What follows belongs to an exercise in optimizing a design on an open flow for small area, a short achievable clock period and few clock cycles per item; a production flow would make more cautious choices. Only simulation tests tie the RTL to the original design; equivalence was not proved. Power is estimated from default activity; no workload was simulated.

===== design/flow/design.v =====
package hpid_pkg;
   localparam int OP_W        = 3;
   localparam int ANGLE_IN_W  = 18;
   localparam int THROTTLE_W  = 15;
   localparam int STEER_W     = 15;
   localparam int HEADING_W   = 16;
   localparam int INTEG_W     = 15;
   localparam int DIFF_W      = 17;
   localparam int DERIV_W     = 24;
   localparam int MULT_W      = 16;
   localparam int ACC_W       = 41;
   localparam int GAIN_W     = 16;
   localparam int LIMIT_W    = 14;
   localparam int BAND_W     = 15;
   localparam int PERIOD_W   = 16;
   localparam int RATE_W     = 10;
   localparam int CSR_IDX_W  = 3;
   localparam int CSR_DATA_W = 16;
   localparam logic [OP_W-1:0] OP_YAW      = 3'd0;
   localparam logic [OP_W-1:0] OP_TARGET   = 3'd1;
   localparam logic [OP_W-1:0] OP_ENABLE   = 3'd2;
   localparam logic [OP_W-1:0] OP_TICK     = 3'd3;
   localparam logic [OP_W-1:0] OP_THROTTLE = 3'd4;
   localparam int PI_Q     = 25736;
   localparam int TWO_PI_Q = 51472;
   localparam int TARGET_JUMP_MAX = 81;
endpackage
module hpid_benc (
   input  logic [15:0] b,
   output logic [8:0]  one,
   output logic [8:0]  two,
   output logic [8:0]  neg
);
   always_comb begin
      logic [16:0] bb;
      bb = {1'b0, b};
      for (int i = 0; i < 9; i++) begin
         logic x2, x1, x0;
         x2     = (2*i+1 <= 16) ? bb[2*i+1] : 1'b0;
         x1     = bb[2*i];
         x0     = (i == 0) ? 1'b0 : bb[2*i-1];
         one[i] = x1 ^ x0;
         two[i] = (x2 & ~x1 & ~x0) | (~x2 & x1 & x0);
         neg[i] = x2 & ~(x1 & x0);
      end
   end
endmodule
module hpid_smac (
   input  logic signed [23:0] a,
   input  logic        [8:0]  b_one,
   input  logic        [8:0]  b_two,
   input  logic        [8:0]  b_neg,
   input  logic               add15,
   input  logic               add11,
   output logic        [40:0] s,
   output logic        [40:0] c
);
   logic [40:0] rows [0:8];
   always_comb begin
      logic prev_neg;
      prev_neg = 1'b0;
      for (int i = 0; i < 9; i++) begin
         logic        one, two, neg;
         logic [24:0] sel, pp;
         logic [40:0] r;
         one = b_one[i];
         two = b_two[i];
         neg = b_neg[i];
         sel = one ? {a[23], a} : (two ? {a, 1'b0} : 25'd0);
         pp  = sel ^ {25{neg}};
         r   = '0;
         if (i == 0) begin
            r[23:0]  = pp[23:0];
            r[24]    = pp[24];
            r[25]    = pp[24];
            r[26]    = ~pp[24];
            for (int j = 27; j < 41; j += 2) r[j] = 1'b1;
         end else begin
            r[2*i +: 25] = {~pp[24], pp[23:0]};
            r[2*i-2] = prev_neg;
         end
         if (i == 8) begin
            r[15] = add15;
            r[11] = add11;
         end
         rows[i]  = r;
         prev_neg = neg;
      end
   end
   function automatic logic [81:0] csa(input logic [40:0] x, input logic [40:0] y,
                                       input logic [40:0] z);
      logic [40:0] sum, cy;
      sum = x ^ y ^ z;
      cy  = ((x & y) | (x & z) | (y & z)) << 1;
      csa = {sum, cy};
   endfunction
   logic [81:0] t0, t1, t2, t3, t4, t5, t6;
   always_comb begin
      t0 = csa(rows[0], rows[1], rows[2]);
      t1 = csa(rows[3], rows[4], rows[5]);
      t2 = csa(rows[6], rows[7], rows[8]);
      t3 = csa(t0[81:41], t0[40:0], t1[81:41]);
      t4 = csa(t1[40:0], t2[81:41], t2[40:0]);
      t5 = csa(t3[81:41], t3[40:0], t4[81:41]);
      t6 = csa(t5[81:41], t5[40:0], t4[40:0]);
      s  = t6[81:41];
      c  = t6[40:0];
   end
endmodule
import hpid_pkg::*;
module hpid_ctrl (
   input  logic                   clock,
   input  logic                   reset,
   input  logic [GAIN_W-1:0]      gain_p,
   input  logic [GAIN_W-1:0]      gain_i,
   input  logic [GAIN_W-1:0]      gain_d,
   input  logic [LIMIT_W-1:0]     steer_limit,
   input  logic [BAND_W-1:0]      error_band,
   input  logic [PERIOD_W-1:0]    tick_period,
   input  logic [RATE_W-1:0]      tick_rate,
   input  logic                   req_valid,
   output logic                   req_ready,
   input  logic [OP_W-1:0]        req_op,
   input  logic [ANGLE_IN_W-1:0]  req_angle_in,
   input  logic [THROTTLE_W-1:0]  req_throttle_in,
   input  logic                   req_enable_in,
   output logic                   rsp_valid,
   input  logic                   rsp_ready,
   output logic [STEER_W-1:0]     rsp_steer_out,
   output logic [THROTTLE_W-1:0]  rsp_throttle_out,
   output logic                   rsp_in_band
);
   logic                  c_v;
   logic [OP_W-1:0]       c_op;
   logic [ANGLE_IN_W-1:0] c_data;
   logic                  c_en;
   logic signed [2:0]     c_k;
   logic                  f1_v;
   logic [OP_W-1:0]       f1_op;
   logic [HEADING_W-1:0]  f1_w;
   logic                  f1_en;
   logic                        f3_v, f3_dis;
   logic signed [HEADING_W-1:0] f3_err;
   logic signed [HEADING_W-1:0]  yaw, target, prev;
   logic                         yaw_seen, enabled, clr_pend;
   logic signed [THROTTLE_W-1:0] thr;
   logic signed [INTEG_W-1:0]    integ;
   localparam logic [1:0] J_DIS  = 2'd0;
   localparam logic [1:0] J_BAND = 2'd1;
   localparam logic [1:0] J_OOB  = 2'd2;
   logic                         j_v;
   logic [1:0]                   j_kind;
   logic signed [HEADING_W-1:0]  j_err;
   logic signed [DIFF_W-1:0]     j_diff;
   logic signed [THROTTLE_W-1:0] j_thr;
   logic                         j_clr;
   logic                         j_take;
   localparam logic [2:0] B_RDY = 3'd0;
   localparam logic [2:0] B_I2  = 3'd1;
   localparam logic [2:0] B_I3  = 3'd2;
   localparam logic [2:0] B_I4  = 3'd3;
   localparam logic [2:0] B_I5  = 3'd4;
   logic [2:0]                   b_st;
   logic signed [HEADING_W-1:0]  b_err;
   logic signed [DIFF_W-1:0]     b_diff;
   logic signed [THROTTLE_W-1:0] b_thr, e_thr;
   logic                         b_clr;
   logic signed [ACC_W-1:0]      acc;
   logic signed [HEADING_W-1:0] w;
   logic                        jump, tick_on;
   logic signed [HEADING_W-1:0] err;
   logic                        inband;
   logic signed [DIFF_W-1:0]    diff;
   logic                        stall, adv;
   always_comb begin
      logic signed [DIFF_W-1:0]     td, d;
      logic [HEADING_W-1:0]         eabs;
      w = c_data[HEADING_W-1:0] - HEADING_W'(c_k * TWO_PI_Q);
      td   = DIFF_W'($signed(f1_w)) - DIFF_W'(target);
      jump = (td > DIFF_W'(TARGET_JUMP_MAX)) || (td < -(DIFF_W'(TARGET_JUMP_MAX)));
      tick_on = (f1_op == OP_TICK) && enabled && yaw_seen;
      d = DIFF_W'(target) - DIFF_W'(yaw);
      if (d > DIFF_W'(PI_Q))         err = d[HEADING_W-1:0] - HEADING_W'(TWO_PI_Q);
      else if (d < -(DIFF_W'(PI_Q))) err = d[HEADING_W-1:0] + HEADING_W'(TWO_PI_Q);
      else                           err = d[HEADING_W-1:0];
      eabs   = f3_err[HEADING_W-1] ? -f3_err : f3_err;
      inband = eabs < HEADING_W'(error_band);
      diff   = DIFF_W'(f3_err) - DIFF_W'(prev);
      stall = f3_v && j_v && !j_take;
      adv   = !stall;
   end
   assign req_ready = !c_v || adv;
   logic signed [2:0] in_k;
   always_comb begin
      logic signed [ANGLE_IN_W-1:0] x;
      x = req_angle_in;
      if (req_op == OP_THROTTLE)              in_k = 3'sd0;
      else if (x > ANGLE_IN_W'(5 * PI_Q))     in_k = 3'sd3;
      else if (x > ANGLE_IN_W'(3 * PI_Q))     in_k = 3'sd2;
      else if (x > ANGLE_IN_W'(PI_Q))         in_k = 3'sd1;
      else if (x < -(ANGLE_IN_W'(5 * PI_Q)))  in_k = -3'sd3;
      else if (x < -(ANGLE_IN_W'(3 * PI_Q)))  in_k = -3'sd2;
      else if (x < -(ANGLE_IN_W'(PI_Q)))      in_k = -3'sd1;
      else                                    in_k = 3'sd0;
   end
   always_ff @(posedge clock) begin
      if (reset) begin
         c_v  <= 1'b0;
         f1_v <= 1'b0;
         f3_v <= 1'b0;
      end else if (adv) begin
         c_v  <= req_valid;
         f1_v <= c_v;
         f3_v <= f1_v && (tick_on || ((f1_op == OP_ENABLE) && !f1_en && enabled));
      end else if (req_valid && req_ready) begin
         c_v <= 1'b1;
      end
   end
   always_ff @(posedge clock) begin
      if (req_valid && req_ready) begin
         c_op   <= req_op;
         c_data <= (req_op == OP_THROTTLE) ? ANGLE_IN_W'(req_throttle_in) : req_angle_in;
         c_en   <= req_enable_in;
         c_k    <= in_k;
      end
      if (adv) begin
         f1_op  <= c_op;
         f1_w   <= w;
         f1_en  <= c_en;
         f3_dis <= (f1_op == OP_ENABLE);
         f3_err <= err;
      end
   end
   always_ff @(posedge clock) begin
      if (reset) begin
         yaw      <= '0;
         yaw_seen <= 1'b0;
         target   <= '0;
         enabled  <= 1'b0;
         prev     <= '0;
         clr_pend <= 1'b0;
         thr      <= '0;
      end else if (adv) begin
         if (f3_v && !f3_dis) begin
            prev     <= f3_err;
            clr_pend <= 1'b0;
         end
         if (f1_v) begin
            unique case (f1_op)
               OP_YAW: begin
                  yaw      <= f1_w;
                  yaw_seen <= 1'b1;
               end
               OP_TARGET: begin
                  if (jump) begin
                     prev     <= '0;
                     clr_pend <= 1'b1;
                  end
                  target <= f1_w;
               end
               OP_ENABLE: begin
                  if (f1_en && !enabled) begin
                     prev     <= '0;
                     clr_pend <= 1'b1;
                  end else if (!f1_en && enabled) begin
                     thr <= '0;
                  end
                  enabled <= f1_en;
               end
               OP_THROTTLE: begin
                  thr <= f1_w[THROTTLE_W-1:0];
               end
               default: begin
               end
            endcase
         end
      end
   end
   always_ff @(posedge clock) begin
      if (reset) begin
         j_v <= 1'b0;
      end else if (f3_v && adv) begin
         j_v <= 1'b1;
      end else if (j_take) begin
         j_v <= 1'b0;
      end
   end
   always_ff @(posedge clock) begin
      if (f3_v && adv) begin
         j_kind <= f3_dis ? J_DIS : (inband ? J_BAND : J_OOB);
         j_err  <= f3_err;
         j_diff <= diff;
         j_thr  <= thr;
         j_clr  <= clr_pend;
      end
   end
   logic                      out_free;
   logic                      tp_drain, bp_first;
   logic                      take_oob, take_band, emit_job, fill_bp, e_fire, bp_fire;
   logic signed [INTEG_W-1:0] integ_new;
   logic signed [DERIV_W-1:0] deriv_sat;
   logic signed [STEER_W-1:0] steer_sat;
   logic                         bp_v, bp_behind, bp_band;
   logic signed [THROTTLE_W-1:0] bp_thr;
   logic signed [23:0] x_a, x_a_in;
   logic [15:0]        x_b_in;
   logic [8:0]         x_one, x_two, x_neg, enc_one, enc_two, enc_neg;
   logic               x_v, x_acc, x_gd, x_c15, x_c11;
   logic               x_v_in, x_acc_in, x_gd_in, x_c15_in, x_c11_in;
   logic [40:0]        y_s, y_c, mul_s, mul_c;
   logic               y_v, y_acc, y_gd;
   logic               e_v;
   hpid_benc u_benc (
      .b   (x_b_in),
      .one (enc_one),
      .two (enc_two),
      .neg (enc_neg)
   );
   hpid_smac u_mac (
      .a     (x_a),
      .b_one (x_one),
      .b_two (x_two),
      .b_neg (x_neg),
      .add15 (x_c15),
      .add11 (x_c11),
      .s     (mul_s),
      .c     (mul_c)
   );
   always_comb begin
      logic signed [16:0]        step;
      logic signed [INTEG_W-1:0] integ_b;
      logic signed [17:0]        i_sum;
      logic [14:0]               hi;
      logic [13:0]               lo;
      logic [14:0]               lo_plus;
      out_free = !rsp_valid || rsp_ready;
      tp_drain = x_gd || y_gd || e_v;
      bp_first = bp_v && !bp_behind;
      e_fire  = e_v && out_free && !bp_first;
      bp_fire = bp_first && out_free;
      take_oob  = (b_st == B_RDY) && j_v && (j_kind == J_OOB) &&
                  (!tp_drain || (!rsp_valid && !bp_first));
      take_band = ((b_st == B_RDY) || (b_st == B_I5)) && j_v && (j_kind != J_OOB) && !bp_v;
      emit_job  = take_band && (b_st == B_RDY) && !tp_drain && out_free;
      fill_bp   = take_band && !emit_job;
      j_take    = take_oob || take_band;
      step    = acc[32:16];
      integ_b = b_clr ? 15'sd0 : integ;
      i_sum   = 18'(integ_b) + 18'(step);
      if (i_sum > 18'sd8192)       integ_new = 15'sd8192;
      else if (i_sum < -18'sd8192) integ_new = -15'sd8192;
      else                         integ_new = i_sum[INTEG_W-1:0];
      if (acc[27:23] != {5{acc[27]}})
         deriv_sat = acc[27] ? 24'sh800000 : 24'sh7FFFFF;
      else
         deriv_sat = acc[23:0];
      hi      = acc[40:26];
      lo      = acc[25:12];
      lo_plus = 15'(lo) + 15'(steer_limit);
      if (!acc[40]) begin
         if ((hi != '0) || (lo > steer_limit)) steer_sat = STEER_W'(steer_limit);
         else                                  steer_sat = STEER_W'(lo);
      end else begin
         if ((hi != '1) || !lo_plus[14])       steer_sat = -(STEER_W'(steer_limit));
         else                                  steer_sat = {1'b1, lo};
      end
      x_a_in   = 24'(j_err);
      x_b_in   = tick_period;
      x_v_in   = 1'b0;
      x_acc_in = 1'b0;
      x_gd_in  = 1'b0;
      x_c15_in = 1'b0;
      x_c11_in = 1'b0;
      unique case (b_st)
         B_I2: begin
            x_a_in = 24'(b_diff);
            x_b_in = 16'(tick_rate);
            x_v_in = 1'b1;
         end
         B_I3: begin
            x_a_in   = 24'(b_err);
            x_b_in   = gain_p;
            x_v_in   = 1'b1;
            x_c11_in = 1'b1;
         end
         B_I4: begin
            x_a_in   = 24'(integ_new);
            x_b_in   = gain_i;
            x_v_in   = 1'b1;
            x_acc_in = 1'b1;
         end
         B_I5: begin
            x_a_in   = deriv_sat;
            x_b_in   = gain_d;
            x_v_in   = 1'b1;
            x_acc_in = 1'b1;
            x_gd_in  = 1'b1;
         end
         default: begin
            x_v_in   = take_oob;
            x_c15_in = 1'b1;
         end
      endcase
   end
   always_ff @(posedge clock) begin
      if (reset) begin
         b_st  <= B_RDY;
         integ <= '0;
         x_v   <= 1'b0;
         x_gd  <= 1'b0;
         y_v   <= 1'b0;
         y_gd  <= 1'b0;
         e_v   <= 1'b0;
         bp_v  <= 1'b0;
      end else begin
         unique case (b_st)
            B_RDY: if (take_oob) b_st <= B_I2;
            B_I2:  b_st <= B_I3;
            B_I3:  b_st <= B_I4;
            B_I4:  b_st <= B_I5;
            default: b_st <= B_RDY;
         endcase
         if (b_st == B_I4) begin
            integ <= integ_new;
         end else if (take_band && (j_kind == J_BAND)) begin
            integ <= '0;
         end
         x_v  <= x_v_in;
         x_gd <= x_gd_in;
         y_v  <= x_v;
         y_gd <= x_gd;
         if (y_gd) begin
            e_v <= 1'b1;
         end else if (e_fire) begin
            e_v <= 1'b0;
         end
         if (fill_bp) begin
            bp_v <= 1'b1;
         end else if (bp_fire) begin
            bp_v <= 1'b0;
         end
      end
   end
   always_ff @(posedge clock) begin
      x_a   <= x_a_in;
      x_one <= enc_one;
      x_two <= enc_two;
      x_neg <= enc_neg;
      x_acc <= x_acc_in;
      x_c15 <= x_c15_in;
      x_c11 <= x_c11_in;
      y_s   <= mul_s;
      y_c   <= mul_c;
      y_acc <= x_acc;
      if (y_v) begin
         acc <= y_s + y_c + (y_acc ? acc : '0);
      end
      if (take_oob) begin
         b_err  <= j_err;
         b_diff <= j_diff;
         b_thr  <= j_thr;
         b_clr  <= j_clr;
      end
      if (b_st == B_I5) begin
         e_thr <= b_thr;
      end
      if (fill_bp) begin
         bp_thr    <= (j_kind == J_BAND) ? j_thr : '0;
         bp_band   <= (j_kind == J_BAND);
         bp_behind <= (b_st != B_RDY) || (tp_drain && !e_fire);
      end else if (e_fire) begin
         bp_behind <= 1'b0;
      end
   end
   always_ff @(posedge clock) begin
      if (reset) begin
         rsp_valid <= 1'b0;
      end else if (e_fire || bp_fire || emit_job) begin
         rsp_valid <= 1'b1;
      end else if (rsp_ready) begin
         rsp_valid <= 1'b0;
      end
   end
   always_ff @(posedge clock) begin
      if (e_fire) begin
         rsp_steer_out    <= steer_sat;
         rsp_throttle_out <= e_thr;
         rsp_in_band      <= 1'b0;
      end else if (bp_fire) begin
         rsp_steer_out    <= '0;
         rsp_throttle_out <= bp_thr;
         rsp_in_band      <= bp_band;
      end else if (emit_job) begin
         rsp_steer_out    <= '0;
         rsp_throttle_out <= (j_kind == J_BAND) ? j_thr : '0;
         rsp_in_band      <= (j_kind == J_BAND);
      end
   end
endmodule
import hpid_pkg::*;
module heading_pid_steer_controller (
   input  logic                  clock,
   input  logic                  reset,
   input  logic                  req_valid,
   output logic                  req_ready,
   input  logic [OP_W-1:0]       req_op,
   input  logic [ANGLE_IN_W-1:0] req_angle_in,
   input  logic [THROTTLE_W-1:0] req_throttle_in,
   input  logic                  req_enable_in,
   output logic                  rsp_valid,
   input  logic                  rsp_ready,
   output logic [STEER_W-1:0]    rsp_steer_out,
   output logic [THROTTLE_W-1:0] rsp_throttle_out,
   output logic                  rsp_in_band,
   input  logic                  csr_wr_en,
   input  logic [CSR_IDX_W-1:0]  csr_index,
   input  logic [CSR_DATA_W-1:0] csr_wr_data
);
   logic [GAIN_W-1:0]   gain_p, gain_i, gain_d;
   logic [LIMIT_W-1:0]  steer_limit;
   logic [BAND_W-1:0]   error_band;
   logic [PERIOD_W-1:0] tick_period;
   logic [RATE_W-1:0]   tick_rate;
   always_ff @(posedge clock) begin
      if (reset) begin
         gain_p      <= 16'd8192;
         gain_i      <= 16'd410;
         gain_d      <= 16'd1229;
         steer_limit <= 14'd8192;
         error_band  <= 15'd410;
         tick_period <= 16'd1311;
         tick_rate   <= 10'd50;
      end else if (csr_wr_en) begin
         unique case (csr_index)
            3'd0: gain_p      <= csr_wr_data[GAIN_W-1:0];
            3'd1: gain_i      <= csr_wr_data[GAIN_W-1:0];
            3'd2: gain_d      <= csr_wr_data[GAIN_W-1:0];
            3'd3: steer_limit <= csr_wr_data[LIMIT_W-1:0];
            3'd4: error_band  <= csr_wr_data[BAND_W-1:0];
            3'd5: tick_period <= csr_wr_data[PERIOD_W-1:0];
            3'd6: tick_rate   <= csr_wr_data[RATE_W-1:0];
            default: begin
            end
         endcase
      end
   end
   hpid_ctrl u_ctrl (
      .clock            (clock),
      .reset            (reset),
      .gain_p           (gain_p),
      .gain_i           (gain_i),
      .gain_d           (gain_d),
      .steer_limit      (steer_limit),
      .error_band       (error_band),
      .tick_period      (tick_period),
      .tick_rate        (tick_rate),
      .req_valid        (req_valid),
      .req_ready        (req_ready),
      .req_op           (req_op),
      .req_angle_in     (req_angle_in),
      .req_throttle_in  (req_throttle_in),
      .req_enable_in    (req_enable_in),
      .rsp_valid        (rsp_valid),
      .rsp_ready        (rsp_ready),
      .rsp_steer_out    (rsp_steer_out),
      .rsp_throttle_out (rsp_throttle_out),
      .rsp_in_band      (rsp_in_band)
   );
endmodule

===== design/flow/run.sh =====
#!/bin/bash
# synth_recipe.tcl (not shown) runs the flow's synth.tcl, then flattens the netlist and writes it again
# the make line also repeats each setting of config.mk as NAME=value (left out here)
make -C /OpenROAD-flow-scripts/flow DESIGN_CONFIG=/design/flow/config.mk WORK_HOME=/design/flow/orfs CLKGATE_MAP_FILE= SYNTH_SCRIPT=/design/flow/synth_recipe.tcl finish

===== design/flow/config.mk =====
export PLATFORM = sky130hd
export DESIGN_NAME = heading_pid_steer_controller
export DESIGN_NICKNAME = heading_pid_steer_controller
export VERILOG_FILES = /design/flow/design.v
export SDC_FILE = /design/flow/constraint.sdc
export NUM_CORES = 4
export LEC_CHECK = 0
export ABC_CLOCK_PERIOD_IN_PS = 3000
export CAP_MARGIN = 20
export CORE_MARGIN = 2
export CORE_UTILIZATION = 50
export SETUP_SLACK_MARGIN = 2.6
export SLEW_MARGIN = 20

===== design/flow/constraint.sdc =====
create_clock -name core_clock -period 6.0 [get_ports {clock}]
set_input_delay 1.2000 -clock core_clock [delete_from_list [all_inputs] [get_ports {clock}]]
set_output_delay 1.2000 -clock core_clock [all_outputs]
set_load 0.01 [all_outputs]

==> impl_metrics.ini, run 1 <==
[routing]
drc = 0
firstDrtPassIters = 6
routed_wl_um = 113700
ant_nets = 0
wl_met3_um = 5805
drtIter0Drc = 2403
wire_per_inst_um = 21.40
top_layer = met4
vias_per_cell = 5.720
wl_met1_um = 51270
routed-wl-met2_um = 53300
vias = 30390

[place]
port-buffer-count = 93
placed_cells = 5000
place_ws_ns = 1.367
dp_hpwl_um = 77480
gp_congestion = 0.8935

[critical_path]
arrival_ns = 4.83
crit_family = compound AO/OA/AOI/OAI gates
worst_r2r_path_depth = 14
cp_cell_sequence = nor2b_2, ha_2, fa_2, a21o_1, a21o_1, a21oi_2, o311ai_4, or4_1, or4_1, or4_4, a2111o_1, a21oi_4, buf_12, a22o_1
slowest_stage = a2111o_1
worst_ep_required_time_ns = 6.56
cp_max_fo = 12
worstSetupPathType = flip-flop to flip-flop
cp.depth = 14
crit_buf_inv = 1
crit_path_start_kind = flip-flop
worstSetupEndpointType = flip-flop
slowest_delay_ns = 0.49

[grt]
grt_pass1_vias = 28860
grt_pass1_wl_um = 170400
track_usage_pct = 27.77
antenna_found_initial = 0
grt_max_degree = 94
overflow = 0

[logic_synthesis]
synth_seq_cells = 592
yosysUniqueCellTypes = 81
synth_top_area_share_pct = 20.49
synth_area_leaders = edfxtp_1 (20%), dfxtp_1 (17%), fa_1 (11%), ha_1 (7.1%), nand2_1 (4.6%)
synth.most_common_cell = nand2_1
synth_top_area_cell = edfxtp_1
syn_inst = 4067
synth.top_cells.by_count = nand2_1 (476), inv_1 (331), dfxtp_1 (329)
async_reset_ff_share_pct = 0
syn_area_mm2 = 0.03854
synth_fp_nets = 4552
synth_flop_cell = dfxtp_1
yosysWarnings = 5
ys_seq_area_share_pct = 37.59
synth_edf_count = 263
syn_avg_cell_area_um2 = 9.475

[cts]
clock-sinks = 592
cts_tree = yes
cts_made_buffers = 68
cts.clk_slew.worst_paths_ns = 0.06
clkLatencyLatePin_ns = 0.63
cts.hold.buffers_added = 0
cts-root-buf = clkbuf_16
clock_path_buffers = 3
cts.htree.levels = 3

[timing]
slew_headroom_pct = 41.20
setup-violations-final = 0
finalCritPeriodShare_pct = 71.26
tns_ns = 0
final.setup.worst_slack_ns = 1.724
period_minus_slack_ns = 4.276
finalClockSkew_ns = 0.02337
max_freq_mhz = 233.9
hold_violations = 0
rsz0062_at_grt = true
slew_violations = 0
worst_slew_pin_slew_ns = 0.8820

[pwr]
p_leak_uw = 0.01866
powerDensity_mw_per_mm2 = 319.4
vdd_ir_drop_max_v = 0.0002327

[finish]
stdcell_count = 5313
layout.nets = 4715
areaGrowthSynthToFinish_pct = 21.10
finish.utilization_pct = 61.34
layout-drive-gt1-share_pct = 17.11
n_antenna_cell = 0

[floorplan]
rows = 101
core_mm2 = 0.07608
start_util_pct = 50.65
dieArea_mm2 = 0.07931
die_height_um = 281.6
dieWidth_um = 281.6
io_pins = 94

[hold_path]
min_path_cells = 0
min_path_type = flip-flop to flip-flop

[outcome]
status = finished clean

[run]
cap_violations = 0
[sequential cells by signal, summed over array words and instances (netlist names), 17 cells and up]
name / flops
u_ctrl.acc: 41
u_ctrl.b_diff: 17
u_ctrl.j_diff: 17
u_ctrl.x_a: 24
u_ctrl.y_c: 36
u_ctrl.y_s: 41
[path summary, 6_finish.rpt]
check,slack (ns),endpoint,start
max,1.72,u_ctrl.integ[2],u_ctrl.b_clr
min,0.34,u_ctrl.y_acc,u_ctrl.x_acc
max reg2reg,1.72,u_ctrl.integ[2],u_ctrl.b_clr
min reg2reg,0.34,u_ctrl.y_acc,u_ctrl.x_acc
[cell usage in the layout, fill, tap and decap left out, types with 108 or more instances in the layout]
master	Yosys	layout
a21oi_1	246	227
inv_1	331	315
a22oi_1	135	108
edfxtp_1	263	263
fa_1	204	173
xnor2_1	204	191
nor2_1	202	197
buf_4	0	175
o21ai_0	211	190
dfxtp_1	329	284
ha_1	220	193
nand2_1	476	464
[logic make-up (layout without fill, tap and decap cells)]
logic type / count (synthesis) / in the layout / share of synthesized area (%)
simple gates: 1124 / 1124 / 13.57
compound gates: 945 / 948 / 15.89
flops: 592 / 592 / 37.59
buf+inv: 577 / 790 / 5.650
fa+ha+maj: 424 / 424 / 17.74
xor+xnor: 317 / 317 / 7.224
mux: 88 / 88 / 2.341
[metrics by stage]
stage / area, µm² / hold WS [ns] / total power [µW]
CTS: 44580 / 0.3344 / 14440
global route: 46670 / 0.3437 / 15730
finish: 46670 / 0.3361 / 14910
detailed placement: 40530 / 0.3232 / 9628
floorplan: 38870 / 0.3095 / 8406
global placement: 40530 / 0.3111 / 9580
[metal layers]
metal	track usage, %	up-vias
li1	-	14400
met1	39.24	14980
met2	45.19	827
met3	3.331	190
met4	7.433	0
met5	0	-
[worst register-to-register path, stage by stage (launching register included)]
cell	delay, ns
edfxtp_1	0.48
nor2b_2	0.07
ha_2	0.20
fa_2	0.36
a21o_1	0.20
a21o_1	0.24
a21oi_2	0.21
o311ai_4	0.11
or4_1	0.48
or4_1	0.47
or4_4	0.44
a2111o_1	0.49
a21oi_4	0.19
buf_12	0.16
a22o_1	0.13
[power by group]
group | internal, µW | total (µW) | switching (µW)
logic | 2550 | 5530 | 2970
clock network | 2530 | 4300 | 1770
registers | 4700 | 5080 | 375
total | 9790 | 14900 | 5120
[timing repair]
action                                  4_1_cts  5_1_grt
pin swaps                                    68      164
gates cloned                                  7        9
resized for setup                           234      254
setup buffers                                86       88
endpoints found under the setup margin      207      180
[layout make-up]
type	instances	area, µm²
inverter	333	1265
clock buffer	92	1918
tap	1030	1289
sequential	592	14610
clock inverter	31	382.9
timing repair buffer	334	3386
fill	6543	29410
multi-input combinational	2901	23820
Testbench counts, summed over its fixed seeds: cycles 8,571, items 1,961.
==> run 2: changes to the inputs <==
==> design/flow/config.mk (replaced) <==
export PLATFORM = sky130hd
export DESIGN_NAME = heading_pid_steer_controller
export DESIGN_NICKNAME = heading_pid_steer_controller
export VERILOG_FILES = /design/flow/design.v
export SDC_FILE = /design/flow/constraint.sdc
export NUM_CORES = 4
export LEC_CHECK = 0
export ABC_CLOCK_PERIOD_IN_PS = 3500
export CAP_MARGIN = 20
export CORE_MARGIN = 2
export CORE_UTILIZATION = 40
export SETUP_SLACK_MARGIN = 2.0
export SLEW_MARGIN = 20
==> run 2 against run 1 <==
Final area decreased by 6.8%. Clock power shrank 3%. Still clean on timing, DRC and antenna. Largest cell class unchanged. Critical path type unchanged. Critical path depth stayed put. First-iteration DRC count down 9.2%. Combinational power decreased by 17%. Clock skew rose by 0.0086 ns. Core utilization shrank 16 points. Setup slack improved by 0.019 ns. Sequential share of layout area rose by 2.0 points. Largest power group is now sequential cells.
==> impl_metrics.ini, run 2 <==
[outcome]
status = finished clean

[routing]
wl_met1_um = 47210
drc = 0
wl_met3_um = 5401
ant_nets = 0
wire_per_inst_um = 19.62
routed-wl-met2_um = 50820
vias_per_cell = 5.427
firstDrtPassIters = 6
top_layer = met5
vias = 29280
routed_wl_um = 105800
drtIter0Drc = 2182

[critical_path]
worstSetupEndpointType = flip-flop
slowest_delay_ns = 0.51
slowest_stage = or4_4
ff2ff_setup_slack_ns = 1.74
arrival_ns = 4.82
crit_path_start_kind = flip-flop
cpMostUsedCell = or4_4
cp_max_fo = 12
worst_r2r_path_depth = 14
timing.rr.start = u_ctrl.b_clr
cp_cell_sequence = buf_4, nor2b_4, ha_1, a21o_1, a21o_4, xor2_2, nand3b_1, or4_4, or4_1, or4_4, a2111o_1, a21oi_4, buf_12, a22o_1
r2r-end = u_ctrl.integ[7]
worstSetupPathType = flip-flop to flip-flop
worst_ep_required_time_ns = 6.57

[pwr]
powerDensity_mw_per_mm2 = 318.6
pwr-share-clk_pct = 30.1
p_leak_uw = 0.01739
p_sw_uw = 4782
p_comb_share_pct = 33.3
vdd_ir_drop_max_v = 0.0001901
p_seq_share_pct = 36.6
intPower_uw = 9072
switching_share_pct = 34.52

[logic_synthesis]
synth_top_area_share_pct = 20.49
synth_fp_nets = 4552
synth_top_family_by_area = adder cells
yosysUniqueCellTypes = 81
synth.area.mux_share_pct = 2.341
synth_seq_cells = 592
synth.most_common_cell = nand2_1
synth_fa_ha_area_share_pct = 17.74
async_reset_ff_share_pct = 0
synth_top_area_cell = edfxtp_1
syn_inst = 4067
syn_area_mm2 = 0.03854
synth_compound_area_share_pct = 15.89
synth_flop_cell = dfxtp_1
syn_avg_cell_area_um2 = 9.475
synth_edf_count = 263
synth_area_leaders = edfxtp_1 (20%), dfxtp_1 (17%), fa_1 (11%), ha_1 (7.1%), nand2_1 (4.6%)
ys_seq_area_share_pct = 37.59
synth.top_cells.by_count = nand2_1 (476), inv_1 (331), dfxtp_1 (329)
yosysWarnings = 5
synth-simple-area-share_pct = 13.57
synth_xor_area_share_pct = 7.224

[place]
dp_hpwl_um = 76910
gp_congestion = 0.8734
place_ws_ns = 1.258
port-buffer-count = 93

[timing]
finalClockSkew_ns = 0.03195
worst_slew_pin_slew_ns = 1.096
hold_violations = 0
period_minus_slack_ns = 4.257
tns_ns = 0
max_freq_mhz = 234.9
slew_headroom_pct = 26.77
slew_violations = 0
final.setup.worst_slack_ns = 1.743
rsz0062_at_grt = true
finalCritPeriodShare_pct = 70.95
setup-violations-final = 0

[grt]
overflow = 0
antenna_found_initial = 3
grt_max_degree = 65
grt_pass1_wl_um = 164400
grt_pass1_vias = 28270
track_usage_pct = 21.12

[finish]
n_antenna_cell = 0
layout_common_cells = nand2_1 (475), inv_1 (329), dfxtp_1 (321), edfxtp_1 (263), a21oi_1 (240)
areaGrowthSynthToFinish_pct = 12.86
layout.nets = 4560
layout_commonest_cell = nand2_1
top_regs = u_ctrl.acc (41), u_ctrl.y_s (41), u_ctrl.y_c (36)
layout-drive-gt1-share_pct = 7.409

[floorplan]
die_height_um = 314.4
dieWidth_um = 314.4
dieArea_mm2 = 0.09884
start_util_pct = 40.44
io_pins = 94
core_mm2 = 0.09529
rows = 113

[cts]
cts-root-buf = clkbuf_16
clock_path_buffers = 3
cts.clk_slew.worst_paths_ns = 0.06
clkLatencyLatePin_ns = 0.64
clock-sinks = 592
cts_tree = yes
cts_made_buffers = 69
cts.htree.levels = 3

[hold_path]
holdPathEnd = u_ctrl.y_acc
hold_start = u_ctrl.x_acc
min_path_type = flip-flop to flip-flop
min_path_cells = 0

[run]
cap_violations = 0
[run 2: cell counts after synthesis]
No cell type changed its count.
[run 2: logic make-up (layout without fill, tap and decap cells)]
group                    after synthesis  count (layout)
AO/OA/AOI/OAI                        945             949
XOR/XNOR                             317             317
adder cells (fa/ha/maj)              424             424
buffers and inverters                577             636
flip-flops                           592             592
multiplexers                          88              88
AND/OR/NAND/NOR                     1124            1124
[run 2: metal layers]
layer / track usage, % / vias up
li1: - / 14080
met1: 29.06 / 14270
met2: 34.91 / 770
met3: 3.195 / 156
met4: 5.130 / 6
met5: 0 / -
[run 2: how the worst max path moves through the flow]
stage / from / endpoint / slack, ns / cells past startpoint
6_report: u_ctrl.b_clr / u_ctrl.integ[7] / 1.74 / 14
5_1_grt: u_ctrl.b_clr / u_ctrl.integ[6] / 1.61 / 14
4_1_cts: u_ctrl.b_clr / u_ctrl.integ[5] / 1.74 / 13
3_5_place_dp: u_ctrl.b_clr / u_ctrl.integ[1] / 1.26 / 13
3_3_place_gp: u_ctrl.b_clr / u_ctrl.integ[5] / 1.31 / 13
2_1_floorplan: u_ctrl.b_clr / u_ctrl.integ[5] / 2.00 / 14
[run 2: power by group through the flow]
stage / registers (µW) / clock network [µW] / logic (µW)
6_report: 5080 / 4170 / 4610
3_5_place_dp: 5170 / 0 / 4450
4_1_cts: 5080 / 4270 / 4530
3_3_place_gp: 5180 / 0 / 4370
5_1_grt: 5110 / 4430 / 5170
2_1_floorplan: 4970 / 0 / 3360
[run 2: layout make-up]
cell class	instances	area [µm²]
Tap cell	1265	1583
Multi-Input combinational cell	2902	22320
Sequential cell	592	14500
Fill cell	9118	51800
Timing Repair Buffer	177	1592
Clock inverter	36	392.9
Clock buffer	90	1858
Inverter	333	1251
[run 2: critical path, delay by kind of cell, from the launching register on]
family	cells	cell delay (ns)
compound gates	5	1.27
xor+xnor	1	0.16
fa+ha+maj	1	0.23
flops	1	0.47
simple gates	5	1.72
buf+inv	2	0.35
[run 2: repair_timing]
item                       CTS  global route
pin swaps                    8            17
setup buffers               14            15
setup endpoints to repair  118           108
gates resized for setup     48            47
cloned                       1             3
hold buffers                 0             0
[run 2: stage by stage]
stage	hold slack, ns	util (%)	power (µW)	area [µm²]	instances
3_3_place_gp	0.3618	42.58	9546	40580	5235
3_5_place_dp	0.3673	42.60	9617	40590	5235
6_report	0.3714	45.64	13850	43490	5395
4_1_cts	0.3743	45.26	13880	43130	5376
2_1_floorplan	0.3096	-	8326	38550	4067
5_1_grt	0.3728	45.64	14720	43490	5395
==> run 3: changes to the inputs <==
--- a/design/flow/design.v
+++ b/design/flow/design.v
@@ -164,7 +164,6 @@
    logic signed [HEADING_W-1:0]  b_err;
    logic signed [DIFF_W-1:0]     b_diff;
    logic signed [THROTTLE_W-1:0] b_thr, e_thr;
-   logic                         b_clr;
    logic signed [ACC_W-1:0]      acc;
    logic signed [HEADING_W-1:0] w;
    logic                        jump, tick_on;
@@ -308,7 +307,9 @@
    logic               x_v, x_acc, x_gd, x_c15, x_c11;
    logic               x_v_in, x_acc_in, x_gd_in, x_c15_in, x_c11_in;
    logic [40:0]        y_s, y_c, mul_s, mul_c;
-   logic               y_v, y_acc, y_gd;
+   logic               y_v, y_acc, y_gd, y_int;
+   logic               x_int, x_int_in;
+   logic [ACC_W-1:0]   z_add;
    logic               e_v;
    hpid_benc u_benc (
       .b   (x_b_in),
@@ -327,8 +328,6 @@
       .c     (mul_c)
    );
    always_comb begin
-      logic signed [16:0]        step;
-      logic signed [INTEG_W-1:0] integ_b;
       logic signed [17:0]        i_sum;
       logic [14:0]               hi;
       logic [13:0]               lo;
@@ -344,9 +343,7 @@
       emit_job  = take_band && (b_st == B_RDY) && !tp_drain && out_free;
       fill_bp   = take_band && !emit_job;
       j_take    = take_oob || take_band;
-      step    = acc[32:16];
-      integ_b = b_clr ? 15'sd0 : integ;
-      i_sum   = 18'(integ_b) + 18'(step);
+      i_sum   = acc[33:16];
       if (i_sum > 18'sd8192)       integ_new = 15'sd8192;
       else if (i_sum < -18'sd8192) integ_new = -15'sd8192;
       else                         integ_new = i_sum[INTEG_W-1:0];
@@ -371,6 +368,7 @@
       x_gd_in  = 1'b0;
       x_c15_in = 1'b0;
       x_c11_in = 1'b0;
+      x_int_in = 1'b0;
       unique case (b_st)
          B_I2: begin
             x_a_in = 24'(b_diff);
@@ -399,6 +397,7 @@
          default: begin
             x_v_in   = take_oob;
             x_c15_in = 1'b1;
+            x_int_in = !j_clr;
          end
       endcase
    end
@@ -452,14 +451,15 @@
       y_s   <= mul_s;
       y_c   <= mul_c;
       y_acc <= x_acc;
+      x_int <= x_int_in;
+      y_int <= x_int;
       if (y_v) begin
-         acc <= y_s + y_c + (y_acc ? acc : '0);
+         acc <= y_s + y_c + z_add;
       end
       if (take_oob) begin
          b_err  <= j_err;
          b_diff <= j_diff;
          b_thr  <= j_thr;
-         b_clr  <= j_clr;
       end
       if (b_st == B_I5) begin
          e_thr <= b_thr;
@@ -472,6 +472,11 @@
          bp_behind <= 1'b0;
       end
    end
+   always_comb begin
+      if (y_acc)      z_add = acc;
+      else if (y_int) z_add = ACC_W'({{(ACC_W-16-INTEG_W){integ[INTEG_W-1]}}, integ, 16'd0});
+      else            z_add = '0;
+   end
    always_ff @(posedge clock) begin
       if (reset) begin
          rsp_valid <= 1'b0;
--- a/design/flow/config.mk
+++ b/design/flow/config.mk
@@ -5,9 +5,9 @@
 export SDC_FILE = /design/flow/constraint.sdc
 export NUM_CORES = 4
 export LEC_CHECK = 0
-export ABC_CLOCK_PERIOD_IN_PS = 3500
+export ABC_CLOCK_PERIOD_IN_PS = 3000
 export CAP_MARGIN = 20
 export CORE_MARGIN = 2
 export CORE_UTILIZATION = 40
-export SETUP_SLACK_MARGIN = 2.0
+export SETUP_SLACK_MARGIN = 2.5
 export SLEW_MARGIN = 20
==> run 3 against run 2 <==
Sequential power down 0.8%. Count of clock-buffer cells in the layout up 8. Area after synthesis down 1.9%. Synthesized cell count down 0.89%. Clock skew up 0.0039 ns. Core utilization up 2.0 points. Wire length up 0.58%. Setup slack better by 0.54 ns. Largest power group is now combinational cells. Final cell count up 1.2%. Critical path depth up 1.
==> impl_metrics.ini, run 3 <==
[grt]
grt_pass1_vias = 28450
antenna_found_initial = 2
grt_max_degree = 96
track_usage_pct = 21.39
grt_pass1_wl_um = 164500
overflow = 0

[run]
cap_violations = 0

[floorplan]
core_mm2 = 0.09347
dieArea_mm2 = 0.09697
dieWidth_um = 311.4
die_height_um = 311.4
start_util_pct = 40.44
io_pins = 94
rows = 112

[critical_path]
ff2ff_setup_slack_ns = 2.28
crit_path_start_kind = flip-flop
worst_r2r_path_depth = 15
timing.rr.start = u_ctrl.y_acc
arrival_ns = 4.06
worstSetupPathType = flip-flop to flip-flop
worstSetupEndpointType = flip-flop
cp_max_fo = 6
worst_ep_required_time_ns = 6.34
r2r-end = u_ctrl.acc[39]

[routing]
firstDrtPassIters = 7
routed_wl_um = 106500
ant_nets = 0
wire_per_inst_um = 19.50
drc = 0
vias_per_cell = 5.341
vias = 29150
drtIter0Drc = 2235

[logic_synthesis]
ys_seq_area_share_pct = 38.35
synth.most_common_cell = nand2_1
synth.area.mux_share_pct = 1.745
syn_avg_cell_area_um2 = 9.377
synth_area_leaders = edfxtp_1 (21%), dfxtp_1 (18%), fa_1 (11%), ha_1 (6.7%), nand2_1 (5.8%)
syn_area_mm2 = 0.03780
synth_edf_count = 262
yosysWarnings = 5
synth_fp_nets = 4497
synth.top_cells.by_count = nand2_1 (586), inv_1 (395), dfxtp_1 (331)
synth_fa_ha_area_share_pct = 17.44
synth_xor_area_share_pct = 7.183
synth_top_area_cell = edfxtp_1
yosysUniqueCellTypes = 82
synth_top_family_by_area = adder cells
synth-simple-area-share_pct = 13.57
async_reset_ff_share_pct = 0
synth_compound_area_share_pct = 15.42
synth_seq_cells = 593
synth_top_area_share_pct = 20.81
synth_flop_cell = dfxtp_1
syn_inst = 4031

[finish]
layout.nets = 4615
top_regs = u_ctrl.acc (41), u_ctrl.y_s (41), u_ctrl.y_c (36)
n_antenna_cell = 0
areaGrowthSynthToFinish_pct = 17.87
layout-drive-gt1-share_pct = 13.32
layout_commonest_cell = nand2_1
fill_cells = 8690
layout_common_cells = nand2_1 (581), inv_1 (385), dfxtp_1 (290), edfxtp_1 (262), a21oi_1 (242)

[hold_path]
min_path_type = flip-flop to flip-flop
hold_start = u_ctrl.x_acc
holdPathEnd = u_ctrl.y_acc
min_path_cells = 0

[timing]
slew_violations = 0
finalClockSkew_ns = 0.03584
final.setup.worst_slack_ns = 2.281
period_minus_slack_ns = 3.719
tns_ns = 0
hold_violations = 0
worst_slew_pin_slew_ns = 1.112
max_freq_mhz = 268.9
finalCritPeriodShare_pct = 61.99
rsz0062_at_grt = true
setup-violations-final = 0
slew_headroom_pct = 25.61

[cts]
clkLatencyLatePin_ns = 0.63
cts_tree = yes
cts.htree.levels = 3
cts_made_buffers = 69
cts-root-buf = clkbuf_16
clock-sinks = 593
clock_path_buffers = 3
cts.clk_slew.worst_paths_ns = 0.06

[outcome]
status = finished clean

[pwr]
powerDensity_mw_per_mm2 = 327.3
vdd_ir_drop_max_v = 0.0002411
p_leak_uw = 0.01781

[place]
dp_hpwl_um = 75150
place_ws_ns = 1.354
gp_congestion = 0.9326
port-buffer-count = 93
run 3: kinds of logic (layout without fill, tap and decap cells):
kind of cell / Yosys count / count (layout)
adders and majority gates: 405 / 405
DFF: 593 / 593
xor gates and xnor gates: 310 / 310
and+or+nand+nor: 1121 / 1123
muxes: 62 / 62
AOI/OAI and AO/OA: 908 / 908
buffers and inverters: 632 / 803
run 3: power by group:
part           leakage [µW]  internal (µW)  switching [µW]
Sequential          0.00520           4700             341
Clock               0.00112           2470            1760
Combinational        0.0115           2390            2930
run 3: per-layer routing:
metal / vias to the layer above / track usage (%) / part of all wire [%] / wire length (µm)
met5: - / 0 / 0.020 / 21
met4: 4 / 7.279 / 3.5 / 3772
met3: 197 / 3.294 / 5.5 / 5802
met2: 843 / 36.15 / 48 / 51230
met1: 14140 / 27.86 / 43 / 45630
li1: 13970 / - / - / -
run 3: how the worst max path moves through the flow:
| stage | slack [ns] | end | startpoint | cells past startpoint |
|---|---|---|---|---|
| 2_1_floorplan | 2.50 | u_ctrl.acc[38] | u_ctrl.y_acc | 14 |
| 3_3_place_gp | 1.41 | u_ctrl.acc[39] | u_ctrl.y_acc | 16 |
| 3_5_place_dp | 1.35 | u_ctrl.acc[39] | u_ctrl.y_acc | 16 |
| 4_1_cts | 2.33 | u_ctrl.acc[39] | u_ctrl.y_acc | 15 |
| 5_1_grt | 2.16 | u_ctrl.acc[40] | u_ctrl.y_acc | 17 |
| 6_report | 2.28 | u_ctrl.acc[39] | u_ctrl.y_acc | 15 |
run 3: stage by stage:
step	cells	utilization, %	power (µW)	cell area (µm²)	hold slack, ns
detailed placement	5188	42.60	9659	39820	0.3131
global placement	5188	42.60	9604	39820	0.3096
floorplan	4031	-	8420	37860	0.3095
global route	5458	47.66	15520	44550	0.3463
CTS	5393	46.49	14380	43450	0.3247
finish	5458	47.66	14580	44550	0.3250
run 3: area by class of cell:
cell class / instances / area [µm²] / share of cell area (%)
Clock inverter: 28 / 292.8 / 0.6572
Sequential cell: 593 / 14600 / 32.77
Multi-Input combinational cell: 2808 / 21980 / 49.34
Timing Repair Buffer: 281 / 2625 / 5.892
Tap cell: 1254 / 1569 / 3.522
Inverter: 396 / 1496 / 3.359
Clock buffer: 98 / 1991 / 4.468
run 3: what timing repair did:
action | in CTS | in global routing
hold buffers | 0 | 0
buffers inserted | 77 | 58
pin swaps | 52 | 87
resized for setup | 169 | 138
gates cloned | 2 | 6
endpoints found under the setup margin | 139 | 157
run 3: critical path, cell delays in order (launching register included):
cell and delay, ns:
dfxtp_4 0.37, buf_8 0.14, buf_6 0.12, and2_4 0.13, fa_1 0.54, ha_4 0.22, a21o_1 0.17, a31o_2 0.24
a311oi_2 0.32, o2111ai_2 0.21, nand2_2 0.17, o2111ai_4 0.14, a31oi_4 0.25, a2bb2oi_2 0.17, o21ai_1 0.09, xor2_1 0.14
Testbench counts of run 3, summed over its fixed seeds: cycles 8,571, items 1,961.
==> run 4: changes to the inputs <==
--- a/design/flow/config.mk
+++ b/design/flow/config.mk
@@ -5,9 +5,9 @@
 export SDC_FILE = /design/flow/constraint.sdc
 export NUM_CORES = 4
 export LEC_CHECK = 0
-export ABC_CLOCK_PERIOD_IN_PS = 3000
+export ABC_CLOCK_PERIOD_IN_PS = 3500
 export CAP_MARGIN = 20
 export CORE_MARGIN = 2
 export CORE_UTILIZATION = 40
-export SETUP_SLACK_MARGIN = 2.5
+export SETUP_SLACK_MARGIN = 2.0
 export SLEW_MARGIN = 20
==> run 4 against run 3 <==
Count of clock-buffer cells in the layout did not move. Global-route usage fell by 0.39 points. Clock power rose by 6.1%. Area after synthesis did not move. Critical endpoint unchanged.
==> impl_metrics.ini, run 4 <==
[cts]
clock-sinks = 593
cts_made_buffers = 71
cts-root-buf = clkbuf_16
clock_path_buffers = 3
cts.clk_slew.worst_paths_ns = 0.06
clkLatencyLatePin_ns = 0.63
cts.hold.buffers_added = 0
cts.htree.levels = 3
cts_tree = yes

[floorplan]
core_mm2 = 0.09347
start_util_pct = 40.44
io_pins = 94
die_height_um = 311.4
dieArea_mm2 = 0.09697
rows = 112
dieWidth_um = 311.4

[timing]
tns_ns = 0
slew_headroom_pct = 26.90
slew_violations = 0
max_freq_mhz = 254.2
whs_ns = 0.3263
finalClockSkew_ns = 0.03429
period_minus_slack_ns = 3.934
rsz0062_at_grt = true
worst_slew_pin_slew_ns = 1.095
hold_violations = 0
finalCritPeriodShare_pct = 65.57
setup-violations-final = 0

[finish]
fin_area_mm2 = 0.04275
finish.utilization_pct = 45.74
multiInputGateArea_mm2 = 0.02116
regArea_mm2 = 0.01451
layout_commonest_cell = nand2_1
layout-drive-gt1-share_pct = 7.242
layout_common_cells = nand2_1 (583), inv_1 (392), dfxtp_1 (324), edfxtp_1 (262), a21oi_1 (256)
n_antenna_cell = 0
layout.nets = 4509
top_regs = u_ctrl.acc (41), u_ctrl.y_s (41), u_ctrl.y_c (36)
areaGrowthSynthToFinish_pct = 13.11
fill_cells = 8964

[grt]
overflow = 0
grt_max_degree = 94
antenna_found_initial = 3
grt_pass1_wl_um = 162100
track_usage_pct = 21.00
grt_pass1_vias = 28160

[logic_synthesis]
synth.most_common_cell = nand2_1
synth_fp_nets = 4497
synth-simple-area-share_pct = 13.57
synth.top_cells.by_count = nand2_1 (586), inv_1 (395), dfxtp_1 (331)
syn_avg_cell_area_um2 = 9.377
yosysUniqueCellTypes = 82
ys_seq_area_share_pct = 38.35
syn_inst = 4031
yosysWarnings = 5
synth_top_area_share_pct = 20.81
synth_flop_cell = dfxtp_1
synth_area_leaders = edfxtp_1 (21%), dfxtp_1 (18%), fa_1 (11%), ha_1 (6.7%), nand2_1 (5.8%)
synth_seq_cells = 593
synth_compound_area_share_pct = 15.42
async_reset_ff_share_pct = 0
synth_xor_area_share_pct = 7.183
synth_top_area_cell = edfxtp_1
synth_top_family_by_area = adder cells
synth.area.mux_share_pct = 1.745
synth_edf_count = 262
syn_area_mm2 = 0.03780
synth_fa_ha_area_share_pct = 17.44

[pwr]
p_leak_uw = 0.01718
powerDensity_mw_per_mm2 = 332.5
vdd_ir_drop_max_v = 0.0002653

[critical_path]
cp_max_fo = 18
worstSetupPathType = flip-flop to flip-flop
cp_cell_sequence = buf_6, and2_1, fa_1, ha_2, a21o_1, a31o_2, a311oi_4, o2111ai_2, nand2_2, o2111ai_2, a31oi_2, a2bb2oi_2, o21ai_0, xor2_1
worstSetupEndpointType = flip-flop
cpMostUsedCell = o2111ai_2
arrival_ns = 4.29
crit_path_start_kind = flip-flop
worst_ep_required_time_ns = 6.36
slowest_delay_ns = 0.44
slowest_stage = dfxtp_4

[place]
dp_hpwl_um = 75090
gp_congestion = 0.9430
place_area_mm2 = 0.03984
port-buffer-count = 93

[routing]
drtIter0Drc = 2200
vias_per_cell = 5.311
ant_nets = 0
vias = 28440
firstDrtPassIters = 5
routed_wl_um = 102700
wire_per_inst_um = 19.18
drc = 0

[run]
cap_violations = 0

[hold_path]
min_path_type = flip-flop to flip-flop

[outcome]
status = finished clean
run 4: cell counts after synthesis:
No cell type changed its count.
run 4: metrics by stage:
stage                     setup slack [ns]  total power (µW)  cells
final                                2.066             14210   5355
after global routing                 1.905             15160   5355
after CTS                            1.869             14250   5333
after detailed placement             1.234              9679   5195
after global placement               1.413              9623   5195
after floorplan                      2.017              8398   4031
run 4: kinds of logic (layout without fill, tap and decap cells):
kind of cell    after synthesis  in the layout
compound gates              908            908
buf+inv                     632            701
fa+ha+maj                   405            405
mux                          62             62
flops                       593            593
xor+xnor                    310            310
simple gates               1121           1122
run 4: power breakdown:
part           internal, µW  switching (µW)
registers              4710             338
clock network          2690            1800
logic                  1980            2700
total                  9370            4840
run 4: path summary, 6_finish.rpt:
path | from | to | slack [ns] | cells after the start
setup / recovery | u_ctrl.y_acc | u_ctrl.acc[39] | 2.07 | 14
hold reg to reg | u_ctrl.x_acc | u_ctrl.y_acc | 0.33 | 0
hold / removal | u_ctrl.x_acc | u_ctrl.y_acc | 0.33 | 0
setup reg to reg | u_ctrl.y_acc | u_ctrl.acc[39] | 2.07 | 14
run 4: critical path: cells and delay by family, from the launching register on:
family / cells / cell delay [ns]
compound gates: 8 / 1.78
flops: 1 / 0.44
buf+inv: 1 / 0.21
xor+xnor: 1 / 0.16
fa+ha+maj: 2 / 0.75
simple gates: 2 / 0.31
run 4: repair_timing:
| item | CTS | global route |
|---|---|---|
| gates cloned | 0 | 1 |
| pin swaps | 4 | 5 |
| gates resized for setup | 20 | 33 |
| setup endpoints to repair | 67 | 66 |
| buffers inserted | 7 | 21 |
run 4: layer usage:
metal	up-vias	share of wire (%)	global-route usage, %
met5	-	0.033	0
met4	6	2.9	6.939
met3	174	4.8	2.782
met2	681	48	35.17
met1	13840	44	28.00
li1	13740	-	-
run 4: final cells by class:
type / count / area share (%)
multi-input combinational: 2807 / 49.49
sequential: 593 / 33.93
clock buffer: 98 / 4.805
tap: 1254 / 3.670
timing repair buffer: 174 / 3.661
inverter: 396 / 3.488
clock inverter: 33 / 0.9511
==> run 5: changes to the inputs <==
--- a/design/flow/design.v
+++ b/design/flow/design.v
@@ -153,7 +153,7 @@
    logic signed [HEADING_W-1:0]  j_err;
    logic signed [DIFF_W-1:0]     j_diff;
    logic signed [THROTTLE_W-1:0] j_thr;
-   logic                         j_clr;
+   logic                         j_clr, j_dz;
    logic                         j_take;
    localparam logic [2:0] B_RDY = 3'd0;
    localparam logic [2:0] B_I2  = 3'd1;
@@ -164,6 +164,7 @@
    logic signed [HEADING_W-1:0]  b_err;
    logic signed [DIFF_W-1:0]     b_diff;
    logic signed [THROTTLE_W-1:0] b_thr, e_thr;
+   logic                         b_dz;
    logic signed [ACC_W-1:0]      acc;
    logic signed [HEADING_W-1:0] w;
    logic                        jump, tick_on;
@@ -291,6 +292,7 @@
          j_diff <= diff;
          j_thr  <= thr;
          j_clr  <= clr_pend;
+         j_dz   <= (f3_err == prev);
       end
    end
    logic                      out_free;
@@ -339,7 +341,8 @@
       bp_fire = bp_first && out_free;
       take_oob  = (b_st == B_RDY) && j_v && (j_kind == J_OOB) &&
                   (!tp_drain || (!rsp_valid && !bp_first));
-      take_band = ((b_st == B_RDY) || (b_st == B_I5)) && j_v && (j_kind != J_OOB) && !bp_v;
+      take_band = ((b_st == B_RDY) || (b_st == B_I4) || (b_st == B_I5)) && j_v &&
+                  (j_kind != J_OOB) && !bp_v;
       emit_job  = take_band && (b_st == B_RDY) && !tp_drain && out_free;
       fill_bp   = take_band && !emit_job;
       j_take    = take_oob || take_band;
@@ -371,14 +374,20 @@
       x_int_in = 1'b0;
       unique case (b_st)
          B_I2: begin
-            x_a_in = 24'(b_diff);
-            x_b_in = 16'(tick_rate);
+            if (b_dz) begin
+               x_a_in   = 24'(b_err);
+               x_b_in   = gain_p;
+               x_c11_in = 1'b1;
+            end else begin
+               x_a_in = 24'(b_diff);
+               x_b_in = 16'(tick_rate);
+            end
             x_v_in = 1'b1;
          end
          B_I3: begin
             x_a_in   = 24'(b_err);
             x_b_in   = gain_p;
-            x_v_in   = 1'b1;
+            x_v_in   = !b_dz;
             x_c11_in = 1'b1;
          end
          B_I4: begin
@@ -386,6 +395,7 @@
             x_b_in   = gain_i;
             x_v_in   = 1'b1;
             x_acc_in = 1'b1;
+            x_gd_in  = b_dz;
          end
          B_I5: begin
             x_a_in   = deriv_sat;
@@ -416,13 +426,13 @@
             B_RDY: if (take_oob) b_st <= B_I2;
             B_I2:  b_st <= B_I3;
             B_I3:  b_st <= B_I4;
-            B_I4:  b_st <= B_I5;
+            B_I4:  b_st <= b_dz ? B_RDY : B_I5;
             default: b_st <= B_RDY;
          endcase
-         if (b_st == B_I4) begin
-            integ <= integ_new;
-         end else if (take_band && (j_kind == J_BAND)) begin
+         if (take_band && (j_kind == J_BAND)) begin
             integ <= '0;
+         end else if (b_st == B_I4) begin
+            integ <= integ_new;
          end
          x_v  <= x_v_in;
          x_gd <= x_gd_in;
@@ -460,8 +470,9 @@
          b_err  <= j_err;
          b_diff <= j_diff;
          b_thr  <= j_thr;
+         b_dz   <= j_dz;
       end
-      if (b_st == B_I5) begin
+      if (x_gd_in) begin
          e_thr <= b_thr;
       end
       if (fill_bp) begin
--- a/design/flow/config.mk
+++ b/design/flow/config.mk
@@ -9,5 +9,7 @@
 export CAP_MARGIN = 20
 export CORE_MARGIN = 2
 export CORE_UTILIZATION = 40
+export CTS_CLUSTER_DIAMETER = 100
+export CTS_CLUSTER_SIZE = 20
 export SETUP_SLACK_MARGIN = 2.0
 export SLEW_MARGIN = 20
==> run 5 against run 4 <==
Final cell count fell by 2.1%. Fmax up 2.0%. Largest power group unchanged. Wire length decreased by 2.3%. Critical path depth is 5 lower. Sequential power hardly changed.
==> impl_metrics.ini, run 5 <==
[finish]
layout_commonest_cell = nand2_1
layout_common_cells = nand2_1 (579), inv_1 (399), dfxtp_1 (325), edfxtp_1 (264), a21oi_1 (250)
finish.utilization_pct = 44.36
n_antenna_cell = 0
layout-drive-gt1-share_pct = 5.838
areaGrowthSynthToFinish_pct = 10.00
layout.nets = 4430
top_regs = u_ctrl.acc (41), u_ctrl.y_s (41), u_ctrl.y_c (36)

[pwr]
p_comb_share_pct = 37.3
p_leak_uw = 0.01647
pwr-share-clk_pct = 22.0
p_seq_share_pct = 40.7
switching_share_pct = 35.88
vdd_ir_drop_max_v = 0.0001913
power.total_uw = 12390
intPower_uw = 7944
powerDensity_mw_per_mm2 = 299.7
p_sw_uw = 4445

[grt]
grt_max_degree = 101
track_usage_pct = 20.73
grt_pass1_vias = 26980
grt_pass1_wl_um = 155900
antenna_found_initial = 0
overflow = 0

[place]
dp_hpwl_um = 73700
port-buffer-count = 93
gp_congestion = 0.9030

[logic_synthesis]
synth_area_leaders = edfxtp_1 (21%), dfxtp_1 (18%), fa_1 (11%), ha_1 (6.7%), nand2_1 (5.8%)
synth_top_area_share_pct = 21.10
synth.most_common_cell = nand2_1
synth_top_area_cell = edfxtp_1
synth.top_cells.by_count = nand2_1 (580), inv_1 (402), dfxtp_1 (331)
synth_seq_cells = 595
syn_area_mm2 = 0.03758
ys_seq_area_share_pct = 38.73
synth.area.mux_share_pct = 1.685
synth_edf_count = 264
syn_avg_cell_area_um2 = 9.429
synth_fa_ha_area_share_pct = 17.47
synth_top_family_by_area = adder cells
async_reset_ff_share_pct = 0
synth_fp_nets = 4449
synth-simple-area-share_pct = 13.02
yosysWarnings = 5
synth_flop_cell = dfxtp_1
syn_inst = 3985
yosysUniqueCellTypes = 82
synth_xor_area_share_pct = 7.412
synth_compound_area_share_pct = 15.35

[critical_path]
crit_path_start_kind = flip-flop
worst_r2r_path_depth = 9
slowest_stage = dfxtp_1
cp_cell_sequence = nor2b_1, buf_4, a22oi_1, xor2_1, fa_1, fa_1, fa_1, inv_1, fa_1
cpMostUsedCell = fa_1
worstSetupEndpointType = flip-flop
cp_max_fo = 14
arrival_ns = 4.34
worst_ep_required_time_ns = 6.48
worstSetupPathType = flip-flop to flip-flop
slowest_delay_ns = 0.70

[routing]
drtIter0Drc = 2283
ant_nets = 0
firstDrtPassIters = 6
wire_per_inst_um = 19.12
routed_wl_um = 100300
vias_per_cell = 5.326
drc = 0
vias = 27940

[floorplan]
die_height_um = 310.5
core_mm2 = 0.09319
io_pins = 94
start_util_pct = 40.32
rows = 112
dieArea_mm2 = 0.09641
dieWidth_um = 310.5

[cts]
clock_path_buffers = 3
cts.hold.buffers_added = 0
cts-root-buf = clkbuf_16
cts.htree.levels = 2
cts_made_buffers = 38
cts.clk_slew.worst_paths_ns = 0.09
cts_tree = yes
clkLatencyLatePin_ns = 0.61
clock-sinks = 595

[timing]
finalCritPeriodShare_pct = 64.29
slew_violations = 0
tns_ns = 0
rsz0062_at_grt = true
slew_headroom_pct = 23.57
worst_slew_pin_slew_ns = 1.146
setup-violations-final = 0
hold_violations = 0
max_freq_mhz = 259.2
finalClockSkew_ns = 0.03834
period_minus_slack_ns = 3.857

[outcome]
status = finished clean

[run]
cap_violations = 0

[hold_path]
min_path_cells = 0
min_path_type = flip-flop to flip-flop
## run 5: cells by family (layout without fill, tap and decap cells)
family                     Yosys count  count (layout)
buffers and inverters              630             636
xor gates and xnor gates           318             318
AOI/OAI and AO/OA                  898             898
adders and majority gates          403             403
DFF                                595             595
muxes                               59              59
and+or+nand+nor                   1082            1082
## run 5: stage by stage
stage | hold slack, ns | setup WS, ns | area (µm²) | std cells
after floorplan | 0.3096 | 2.186 | 37580 | 3985
after global placement | 0.3160 | 1.401 | 39640 | 5157
after detailed placement | 0.3207 | 1.259 | 39650 | 5157
after CTS | 0.3342 | 1.928 | 40980 | 5232
after global routing | 0.3395 | 1.971 | 41330 | 5245
final | 0.3351 | 2.143 | 41330 | 5245
## run 5: area by class of cell
class | count | area, µm²
fill | 8981 | 51850
multi-input combinational | 2760 | 20990
sequential | 595 | 14570
tap | 1254 | 1569
inverter | 405 | 1535
timing repair buffer | 166 | 1521
clock buffer | 55 | 1025
clock inverter | 10 | 130.1
## run 5: power groups by stage
stage / Sequential (µW) / Combinational, µW / Clock (µW)
2_1_floorplan: 4950 / 3400 / 0
3_3_place_gp: 5140 / 4410 / 0
3_5_place_dp: 5150 / 4460 / 0
4_1_cts: 5050 / 4520 / 2790
5_1_grt: 5080 / 5240 / 2940
6_report: 5040 / 4620 / 2730
## run 5: path summary, 6_finish.rpt
check | to | from | slack [ns]
min | u_ctrl.y_acc | u_ctrl.x_acc | 0.34
max reg2reg | u_ctrl.y_s[22] | u_ctrl.x_two[5] | 2.14
min reg2reg | u_ctrl.y_acc | u_ctrl.x_acc | 0.34
max | u_ctrl.y_s[22] | u_ctrl.x_two[5] | 2.14
## run 5: critical path, delay by kind of cell, from the launching register on
kind	cells	cell delay, ns
AND/OR/NAND/NOR	1	0.32
XOR/XNOR	1	0.21
adder cells (fa/ha/maj)	4	2.05
buffers and inverters	2	0.33
AO/OA/AOI/OAI	1	0.10
flip-flops	1	0.70
## run 5: repair_timing
item	CTS	global route
setup endpoints to repair	120	80
resized for setup	30	48
gates cloned	0	0
setup buffers	10	11
pin swaps	3	3
## run 5: metal layers
| layer | track usage [%] | up-vias | routed length [µm] |
|---|---|---|---|
| met5 | 0 | - | 0 |
| met4 | 6.752 | 0 | 3515 |
| met3 | 2.684 | 159 | 5002 |
| met2 | 34.41 | 742 | 47410 |
| met1 | 28.00 | 13540 | 44370 |
| li1 | - | 13490 | - |
Testbench counts of run 5, summed over its fixed seeds: cycles 8,109, items 1,961.
==> run 6: changes to the inputs <==
--- a/design/flow/config.mk
+++ b/design/flow/config.mk
@@ -9,7 +9,7 @@
 export CAP_MARGIN = 20
 export CORE_MARGIN = 2
 export CORE_UTILIZATION = 40
-export CTS_CLUSTER_DIAMETER = 100
-export CTS_CLUSTER_SIZE = 20
-export SETUP_SLACK_MARGIN = 2.0
+export CTS_CLUSTER_DIAMETER = 120
+export CTS_CLUSTER_SIZE = 24
+export SETUP_SLACK_MARGIN = 2.2
 export SLEW_MARGIN = 20
==> run 6 against run 5 <==
Final area rose by 0.73%. Still clean on timing, DRC and antenna. Register-to-register slack gained 0.07 ns. Highest routed layer unchanged. Combinational power rose by 5.6%. First-iteration DRC count down 5.9%. Synthesized cell count did not move. Critical path depth rose by 6.
==> impl_metrics.ini, run 6 <==
[outcome]
status = finished clean

[finish]
layout_commonest_cell = nand2_1
layout.nets = 4455
top_regs = u_ctrl.acc (41), u_ctrl.y_s (41), u_ctrl.y_c (36)
n_antenna_cell = 0
areaGrowthSynthToFinish_pct = 10.80
layout_common_cells = nand2_1 (577), inv_1 (396), dfxtp_1 (307), edfxtp_1 (264), a21oi_1 (245)
finish.utilization_pct = 44.68
layout-drive-gt1-share_pct = 7.675
fill_cells = 8902

[logic_synthesis]
synth_xor_area_share_pct = 7.412
synth.area.mux_share_pct = 1.685
ys_seq_area_share_pct = 38.73
synth_top_area_cell = edfxtp_1
synth_fa_ha_area_share_pct = 17.47
synth_compound_area_share_pct = 15.35
syn_inst = 3985
synth-simple-area-share_pct = 13.02
syn_avg_cell_area_um2 = 9.429
yosysUniqueCellTypes = 82
synth_flop_cell = dfxtp_1
synth_area_leaders = edfxtp_1 (21%), dfxtp_1 (18%), fa_1 (11%), ha_1 (6.7%), nand2_1 (5.8%)
synth_top_area_share_pct = 21.10
synth_fp_nets = 4449
synth_edf_count = 264

[timing]
max_freq_mhz = 263.7
worst_slew_pin_slew_ns = 1.049
hold_violations = 0
setup-violations-final = 0
slew_headroom_pct = 29.89
whs_ns = 0.3478
rsz0062_at_grt = true
tns_ns = 0
slew_violations = 0
finalCritPeriodShare_pct = 63.20

[cts]
clock-sinks = 595
clock_path_buffers = 3
cts_made_buffers = 30

[critical_path]
slowest_delay_ns = 0.44
arrival_ns = 4.17
cp_max_fo = 6
crit_path_start_kind = flip-flop
timing.rr.start = u_ctrl.y_acc
ff2ff_setup_slack_ns = 2.21
worstSetupPathType = flip-flop to flip-flop
worst_r2r_path_depth = 15

[floorplan]
dieArea_mm2 = 0.09641
die_height_um = 310.5
start_util_pct = 40.32
core_mm2 = 0.09319
io_pins = 94
dieWidth_um = 310.5

[place]
place_ws_ns = 1.309
dp_hpwl_um = 73660
port-buffer-count = 93

[grt]
antenna_found_initial = 0
overflow = 0
grt_max_degree = 94
grt_pass1_wl_um = 156700

[routing]
vias = 28010
ant_nets = 0
firstDrtPassIters = 5
routed_wl_um = 100700
drc = 0

[pwr]
vdd_ir_drop_max_v = 0.0002567
p_leak_uw = 0.01656
powerDensity_mw_per_mm2 = 295.2
power.total_uw = 12290

[hold_path]
min_path_cells = 0
min_path_type = flip-flop to flip-flop
hold_start = u_ctrl.x_int
-- run 6: where the power goes --
part / total [µW] / switching [µW] / internal, µW
clock: 2390 / 1400 / 986
sequential: 5030 / 312 / 4720
combinational: 4880 / 2750 / 2130
total: 12300 / 4460 / 7830
-- run 6: cell families after synthesis --
group                    Yosys count
buffers and inverters            630
flip-flops                       595
adder cells (fa/ha/maj)          403
multiplexers                      59
XOR/XNOR                         318
AO/OA/AOI/OAI                    898
AND/OR/NAND/NOR                 1082
-- run 6: timing repair --
| action | 4_1_cts | 5_1_grt |
|---|---|---|
| endpoints found under the setup margin | 188 | 72 |
| pin swaps | 7 | 19 |
| hold endpoints to repair | 0 | 0 |
| setup buffers | 15 | 27 |
| resized for setup | 59 | 98 |
| hold buffers | 0 | 0 |
| cloned | 0 | 3 |
-- run 6: per-layer routing --
metal	global-route usage, %	part of all wire [%]	up-vias
met3	1.791	4.2	120
met2	35.27	49	683
met1	28.32	45	13670
met5	0	0	-
met4	5.022	2.6	0
li1	-	-	13540
-- run 6: stage by stage --
step | instance area [µm²] | cells
final | 41630 | 5267
after global routing | 41630 | 5267
after CTS | 40980 | 5236
after detailed placement | 39730 | 5167
after global placement | 39730 | 5167
after floorplan | 37580 | 3985
-- run 6: how the worst max path moves through the flow --
stage / startpoint / to / slack [ns] / depth (start not counted)
2_1_floorplan: u_ctrl.y_int / u_ctrl.acc[40] / 2.24 / 17
3_3_place_gp: u_ctrl.y_acc / u_ctrl.acc[39] / 1.39 / 14
3_5_place_dp: u_ctrl.y_acc / u_ctrl.acc[39] / 1.31 / 14
4_1_cts: u_ctrl.b_st[0] / req_ready / 2.18 / 11
5_1_grt: u_ctrl.y_acc / u_ctrl.acc[39] / 2.09 / 15
6_report: u_ctrl.y_acc / u_ctrl.acc[39] / 2.21 / 15
-- run 6: worst max-delay path, delay by kind of cell (launching register included) --
kind / cells / cell delay, ns
simple gates: 2 / 0.31
fa+ha+maj: 2 / 0.78
xor+xnor: 1 / 0.14
buf+inv: 1 / 0.15
flops: 1 / 0.40
compound gates: 9 / 1.77
-- run 6: final cells by class --
class | count | area, µm² | area share (%)
flip-flops and latches | 595 | 14600 | 35.06
clock buffers | 49 | 833.3 | 2.001
clock inverters | 5 | 90.09 | 0.2164
inverters | 405 | 1531 | 3.678
multi-input cells | 2762 | 21230 | 51.00
repair buffers | 197 | 1778 | 4.270
well taps | 1254 | 1569 | 3.768
